Background: an optimization exercise with open tools, aiming at small area. Do not read the settings as production practice.
Function was checked by simulation only, so behaviour that the tests miss may differ from the original.

==> 12-04: inputs <==
==> flow/design.v <==
module aes_key_sched_ctrl (
    input  logic         CLK,
    input  logic         RST,
    input  logic         key_valid,
    input  logic [127:0] key_in,
    output logic         key_ready,
    output logic         kx_start,
    output logic [127:0] kx_key_out,
    input  logic [127:0] kx_rk_in,
    input  logic [1:0]   kx_state_in,
    input  logic         rk_rd_en,
    input  logic [3:0]   rk_rd_idx,
    input  logic         rk_dec,
    output logic [127:0] rk_rd_data,
    output logic         rk_rd_valid,
    output logic         rk_rd_err,
    output logic         keys_valid,
    output logic         busy,
    output logic         kx_err
);
    logic         launch_q, wait_q, cap_q, kv_q, err_q;
    logic [3:0]   cnt_q;
    logic [127:0] key_q;
    logic [127:0] ring_q [11];
    logic [127:0] rd_data_q;
    logic         rd_valid_q, rd_err_q;
    logic         active, accept, wr, cnt_wrap;
    logic [3:0]   cnt_inc;
    assign active   = (kx_state_in != 2'd0);
    assign accept   = key_valid & ~(launch_q | wait_q | cap_q);
    assign wr       = active & (wait_q | cap_q);
    assign cnt_wrap = (cnt_q == 4'd10);
    assign cnt_inc  = cnt_wrap ? 4'd0 : cnt_q + 4'd1;
    always_ff @(posedge CLK or negedge RST) begin
        if (!RST) begin
            launch_q <= 1'b0;
            wait_q   <= 1'b0;
            cap_q    <= 1'b0;
            kv_q     <= 1'b0;
            err_q    <= 1'b0;
            cnt_q    <= 4'd0;
        end else begin
            launch_q <= accept;
            if (accept) begin
                kv_q  <= 1'b0;
                err_q <= 1'b0;
            end
            if (launch_q) begin
                wait_q <= 1'b1;
                cnt_q  <= 4'd0;
            end
            if (wait_q) begin
                if (active) begin
                    wait_q <= 1'b0;
                    cap_q  <= 1'b1;
                    cnt_q  <= 4'd1;
                end else begin
                    cnt_q <= cnt_inc;
                    if (cnt_q == 4'd3) begin
                        wait_q <= 1'b0;
                        err_q  <= 1'b1;
                    end
                end
            end
            if (cap_q) begin
                if (active) begin
                    cnt_q <= cnt_inc;
                    if (cnt_wrap) begin
                        cap_q <= 1'b0;
                        kv_q  <= 1'b1;
                    end
                end else begin
                    cap_q <= 1'b0;
                    err_q <= 1'b1;
                end
            end
            if (kv_q) begin
                cnt_q <= cnt_inc;
            end
        end
    end
    always_ff @(posedge CLK) begin
        ring_q[0] <= wr ? kx_rk_in : ring_q[10];
        for (int i = 1; i < 11; i++) begin
            ring_q[i] <= ring_q[i-1];
        end
    end
    always_ff @(posedge CLK or negedge RST) begin
        if (!RST) begin
            key_q <= '0;
        end else if (accept) begin
            key_q <= key_in;
        end
    end
    logic       rd_ok;
    logic [3:0] off;
    logic [4:0] sum;
    logic [3:0] pos;
    logic [10:0] sel;
    logic [127:0] rd_mux;
    assign rd_ok = kv_q & (rk_rd_idx <= 4'd10);
    assign off   = rk_dec ? rk_rd_idx : (4'd10 - rk_rd_idx);
    assign sum   = {1'b0, cnt_q} + {1'b0, off};
    assign pos   = (sum >= 5'd11) ? 4'(sum - 5'd11) : sum[3:0];
    always_comb begin
        for (int i = 0; i < 11; i++) begin
            sel[i] = rk_rd_en & rd_ok & (pos == 4'(i));
        end
        rd_mux = rd_data_q & {128{~rk_rd_en}};
        for (int i = 0; i < 11; i++) begin
            rd_mux = rd_mux | (ring_q[i] & {128{sel[i]}});
        end
    end
    always_ff @(posedge CLK or negedge RST) begin
        if (!RST) begin
            rd_data_q  <= '0;
            rd_valid_q <= 1'b0;
            rd_err_q   <= 1'b0;
        end else begin
            rd_valid_q <= rk_rd_en & rd_ok;
            rd_err_q   <= rk_rd_en & ~rd_ok;
            rd_data_q  <= rd_mux;
        end
    end
    assign key_ready   = ~(launch_q | wait_q | cap_q);
    assign busy        = launch_q | wait_q | cap_q;
    assign kx_start    = launch_q;
    assign kx_key_out  = key_q;
    assign keys_valid  = kv_q;
    assign kx_err      = err_q;
    assign rk_rd_data  = rd_data_q;
    assign rk_rd_valid = rd_valid_q;
    assign rk_rd_err   = rd_err_q;
endmodule
==> flow/run.sh <==
#!/bin/bash
# synth_recipe.tcl (not shown) runs the flow's synth.tcl, then flattens the netlist and writes it again
# the make line also repeats each setting of config.mk as NAME=value (left out here)
make -C /OpenROAD-flow-scripts/flow DESIGN_CONFIG=/design/flow/config.mk WORK_HOME=/design/flow/orfs CLKGATE_MAP_FILE= SYNTH_SCRIPT=/design/flow/synth_recipe.tcl finish
==> flow/config.mk <==
export PLATFORM = sky130hd
export DESIGN_NAME = aes_key_sched_ctrl
export DESIGN_NICKNAME = aes_key_sched_ctrl
export VERILOG_FILES = /design/flow/design.v
export SDC_FILE = /design/flow/constraint.sdc
export NUM_CORES = 4
export LEC_CHECK = 0
export CAP_MARGIN = 20
export CORE_MARGIN = 2
export CORE_UTILIZATION = 40
export SLEW_MARGIN = 20
==> flow/constraint.sdc <==
create_clock -name core_clock -period 5.0 [get_ports {CLK}]
set_input_delay 1.0000 -clock core_clock [delete_from_list [all_inputs] [get_ports {CLK}]]
set_output_delay 1.0000 -clock core_clock [all_outputs]
set_load 0.01 [all_outputs]
==> 10-17 (differences from 12-04) <==
--- a/flow/design.v
+++ b/flow/design.v
@@ -107,8 +107,13 @@
             sel[i] = rk_rd_en & rd_ok & (pos == 4'(i));
         end
-        rd_mux = rd_data_q & {128{~rk_rd_en}};
-        for (int i = 0; i < 11; i++) begin
-            rd_mux = rd_mux | (ring_q[i] & {128{sel[i]}});
-        end
+    end
+    for (genvar b = 0; b < 128; b++) begin : g_mux
+        rk_mux_bit u_mux (
+            .d   ({rd_data_q[b], ring_q[10][b], ring_q[9][b], ring_q[8][b], ring_q[7][b],
+                   ring_q[6][b], ring_q[5][b], ring_q[4][b], ring_q[3][b], ring_q[2][b],
+                   ring_q[1][b], ring_q[0][b]}),
+            .s   ({~rk_rd_en, sel}),
+            .y   (rd_mux[b])
+        );
     end
     always_ff @(posedge CLK or negedge RST) begin
@@ -133,2 +138,20 @@
     assign rk_rd_err   = rd_err_q;
 endmodule
+module rk_mux_bit (
+    input  logic [11:0] d,
+    input  logic [11:0] s,
+    output logic        y
+);
+    logic [3:0] g_n;
+    for (genvar g = 0; g < 4; g++) begin : g_grp
+        rk_aoi3 u_aoi (.d(d[3*g +: 3]), .s(s[3*g +: 3]), .y_n(g_n[g]));
+    end
+    assign y = ~&g_n;
+endmodule
+module rk_aoi3 (
+    input  logic [2:0] d,
+    input  logic [2:0] s,
+    output logic       y_n
+);
+    assign y_n = ~|(d & s);
+endmodule
==> flow/flow/run.sh (new file) <==
#!/bin/bash
# Layout flow: the standard ORFS flow (standard synthesis unchanged) with two changes:
#  - the input and output port buffers are sky130_fd_sc_hd__buf_1, the smallest buffer,
#    instead of the cell buffer_ports picks by default;
#  - clock tree synthesis uses clkbuf_8 buffers, sink clusters of up to 16 flip-flops within
#    100 um, and no dummy loads.
# make's full output goes to flow_make.log here; ORFS keeps each step's log under orfs/logs/.
set -euo pipefail
CTS="-sink_clustering_enable -repair_clock_nets -dont_use_dummy_load"
CTS="$CTS -buf_list {sky130_fd_sc_hd__clkbuf_8} -sink_clustering_size 16 -sink_clustering_max_diameter 100"
bash standard.sh \
  "BUFFER_PORTS_ARGS=-buffer_cell sky130_fd_sc_hd__buf_1" \
  "CTS_ARGS=$CTS" \
  finish > flow_make.log 2>&1
==> flow/standard.sh (new file) <==
#!/bin/bash
# synth_recipe.tcl (not shown) runs the flow's synth.tcl, then flattens the netlist and writes it again
# the make line also repeats each setting of config.mk as NAME=value (left out here)
make -C /OpenROAD-flow-scripts/flow DESIGN_CONFIG=/design/flow/config.mk WORK_HOME=/design/flow/orfs CLKGATE_MAP_FILE= SYNTH_SCRIPT=/design/flow/synth_recipe.tcl "${@:-finish}"
--- a/flow/config.mk
+++ b/flow/config.mk
@@ -8,4 +8,5 @@
 export CAP_MARGIN = 20
 export CORE_MARGIN = 2
-export CORE_UTILIZATION = 40
+export CORE_UTILIZATION = 60
 export SLEW_MARGIN = 20
+export SYNTH_HIERARCHICAL = 1
removed: flow/run.sh
==> 12-16 (differences from 12-04) <==
==> flow/design.v (replaced) <==
module aes_key_sched_ctrl #(
    parameter int unsigned NKEYS   = 11,
    parameter int unsigned TIMEOUT = 4
) (
    input  logic         CLK,
    input  logic         RST,
    input  logic         key_valid,
    input  logic [127:0] key_in,
    output logic         key_ready,
    output logic         kx_start,
    output logic [127:0] kx_key_out,
    input  logic [127:0] kx_rk_in,
    input  logic [1:0]   kx_state_in,
    input  logic         rk_rd_en,
    input  logic [3:0]   rk_rd_idx,
    input  logic         rk_dec,
    output logic [127:0] rk_rd_data,
    output logic         rk_rd_valid,
    output logic         rk_rd_err,
    output logic         keys_valid,
    output logic         busy,
    output logic         kx_err
);
    localparam int unsigned TmoW = $clog2(TIMEOUT + 1);
    typedef enum logic [2:0] {
        StIdle,
        StLaunch,
        StWait,
        StCapture,
        StReady
    } state_e;
    state_e            state_q, state_d;
    logic [3:0]        cnt_q, cnt_d;
    logic [TmoW-1:0]   tmo_q, tmo_d;
    logic [127:0]      key_q, key_d;
    logic              kv_q, kv_d;
    logic              err_q, err_d;
    logic [127:0]      table_q [NKEYS];
    logic              wr_en;
    logic [3:0]        wr_idx;
    logic [127:0]      rd_data_q;
    logic              rd_valid_q, rd_err_q;
    logic [3:0]        rd_slot;
    logic              rd_ok;
    always_ff @(posedge CLK or negedge RST) begin
        if (!RST) begin
            state_q <= StIdle;
            cnt_q   <= '0;
            tmo_q   <= '0;
            key_q   <= '0;
            kv_q    <= 1'b0;
            err_q   <= 1'b0;
        end else begin
            state_q <= state_d;
            cnt_q   <= cnt_d;
            tmo_q   <= tmo_d;
            key_q   <= key_d;
            kv_q    <= kv_d;
            err_q   <= err_d;
        end
    end
    always_comb begin
        state_d = state_q;
        cnt_d   = cnt_q;
        tmo_d   = tmo_q;
        key_d   = key_q;
        kv_d    = kv_q;
        err_d   = err_q;
        wr_en   = 1'b0;
        wr_idx  = cnt_q;
        unique case (state_q)
            StIdle, StReady: begin
                if (key_valid) begin
                    key_d   = key_in;
                    kv_d    = 1'b0;
                    err_d   = 1'b0;
                    state_d = StLaunch;
                end
            end
            StLaunch: begin
                tmo_d   = '0;
                state_d = StWait;
            end
            StWait: begin
                if (kx_state_in != 2'd0) begin
                    wr_en   = 1'b1;
                    wr_idx  = 4'd0;
                    cnt_d   = 4'd1;
                    state_d = StCapture;
                end else begin
                    tmo_d = tmo_q + 1'b1;
                    if (tmo_d == TmoW'(TIMEOUT)) begin
                        err_d   = 1'b1;
                        state_d = StIdle;
                    end
                end
            end
            StCapture: begin
                if (kx_state_in != 2'd0) begin
                    wr_en  = 1'b1;
                    wr_idx = cnt_q;
                    cnt_d  = cnt_q + 4'd1;
                    if (cnt_q == 4'(NKEYS - 1)) begin
                        kv_d    = 1'b1;
                        state_d = StReady;
                    end
                end else begin
                    err_d   = 1'b1;
                    state_d = StIdle;
                end
            end
            default: state_d = StIdle;
        endcase
    end
    always_ff @(posedge CLK or negedge RST) begin
        if (!RST) begin
            for (int i = 0; i < NKEYS; i++) begin
                table_q[i] <= '0;
            end
        end else if (wr_en) begin
            table_q[wr_idx] <= kx_rk_in;
        end
    end
    assign rd_ok   = kv_q && (rk_rd_idx <= 4'(NKEYS - 1));
    assign rd_slot = rk_dec ? (4'(NKEYS - 1) - rk_rd_idx) : rk_rd_idx;
    always_ff @(posedge CLK or negedge RST) begin
        if (!RST) begin
            rd_data_q  <= '0;
            rd_valid_q <= 1'b0;
            rd_err_q   <= 1'b0;
        end else begin
            rd_valid_q <= rk_rd_en & rd_ok;
            rd_err_q   <= rk_rd_en & ~rd_ok;
            if (rk_rd_en) begin
                rd_data_q <= rd_ok ? table_q[rd_slot] : '0;
            end
        end
    end
    assign key_ready   = (state_q == StIdle) || (state_q == StReady);
    assign busy        = (state_q == StLaunch) || (state_q == StWait) || (state_q == StCapture);
    assign kx_start    = (state_q == StLaunch);
    assign kx_key_out  = key_q;
    assign keys_valid  = kv_q;
    assign kx_err      = err_q;
    assign rk_rd_data  = rd_data_q;
    assign rk_rd_valid = rd_valid_q;
    assign rk_rd_err   = rd_err_q;
endmodule
==> out/results.ini <==
[run_status]
outcome = no timing/DRC/antenna violations

[layout]
drive_gt1_share_pct = 13.52
instances_no_fill = 4383
clkCellAreaFrac_pct = 3.112
seq_share_pct = 69.17

[synth]
synthAdderAreaFrac_pct = 0.2408
yosys.area_share.simple_pct = 2.430
synth_fp_nets = 2998

[routing]
routed_wl_um = 116700

[worst_setup_path]
cp.required_ns = 5.58
max_stage_delay_ns = 0.82
critical_path_cell_count = 13
rr_worst_depth = 10
r2r-end = rd_data_q[81]$_DFF_PN0_
crit_arrival_ns = 4.71
crit_top_cell = ha_1

[placement]
post-place-cells = 4249

[global_routing]
met1_usage_pct = 38.06
antenna_found_initial = 25

[power_and_ir_drop]
p_int_mw = 23.91

-- figures above: 10-17

==> out/results.ini <==
[layout]
instances_no_fill = 8408
seq_share_pct = 47.84
drive_gt1_share_pct = 34.42
clkCellAreaFrac_pct = 6.995
final_cell_mix = dfrtp_1, mux2_2, clkdlybuf4s50_1

[global_routing]
met1_usage_pct = 33.53
antenna_found_initial = 49

[synth]
synthAdderAreaFrac_pct = 0.1369
synth_fp_nets = 5786

[power_and_ir_drop]
p_int_mw = 32.03

[routing]
routed_wl_um = 242900

[worst_setup_path]
cp.required_ns = 5.67
rr_worst_depth = 8
crit_arrival_ns = 4.36

[timing]
grt_setup_unrepaired = false

[run_status]
outcome = no timing/DRC/antenna violations

-- figures above: 12-16

==> out/results.ini <==
[worst_setup_path]
crit_top_cell = inv_1
critical_path_cell_count = 17
crit_arrival_ns = 5.06
rr_worst_depth = 14

[layout]
drive_gt1_share_pct = 17.04
seq_share_pct = 56.11
instances_no_fill = 5838
clkCellAreaFrac_pct = 9.040

[synth]
synth_fp_nets = 3757
yosys.area_share.simple_pct = 3.903

[routing]
routed_wl_um = 134800

[global_routing]
met1_usage_pct = 28.81

[run_status]
outcome = no timing/DRC/antenna violations

-- figures above: 12-04

-- what the ideal ports hide --
Ports are ideal in the flow. The routed layouts listed here were re-timed in OpenROAD. Step 1: set_driving_cell puts a clkbuf_16 on CLK and a buf_2 on each other input, an assumption about the parent block. Step 2 moves the port delays by t, midway between the first and last clock arrival at a register: inputs arrive t later, outputs are due t later. That takes back most of the time a late clock gives input paths. Three values: ideal ports, drivers, drivers and shift; two values: the first two.
run	shift t [ns]	setup slack, ns	hold WS [ns]	worst register clock-pin slew, ns	cell pins on the clock port's net
12-04	0.834	0.564 / 0.545 / -0.289	0.169 / 0.147 / 0.333	0.07 / 0.07	1
10-17	0.788	0.868 / 0.817 / 0.029	0.223 / 0.183 / 0.313	0.10 / 0.10	1
12-16	0.896	1.303 / 1.255 / 0.359	0.170 / 0.178 / 0.492	0.06 / 0.06	1
With both steps, setup timing fails in 12-04, where it was met with ideal ports. The setup slack of 12-16, which loses most, moves by -0.048 ns with the drivers and by -0.944 ns with both steps.
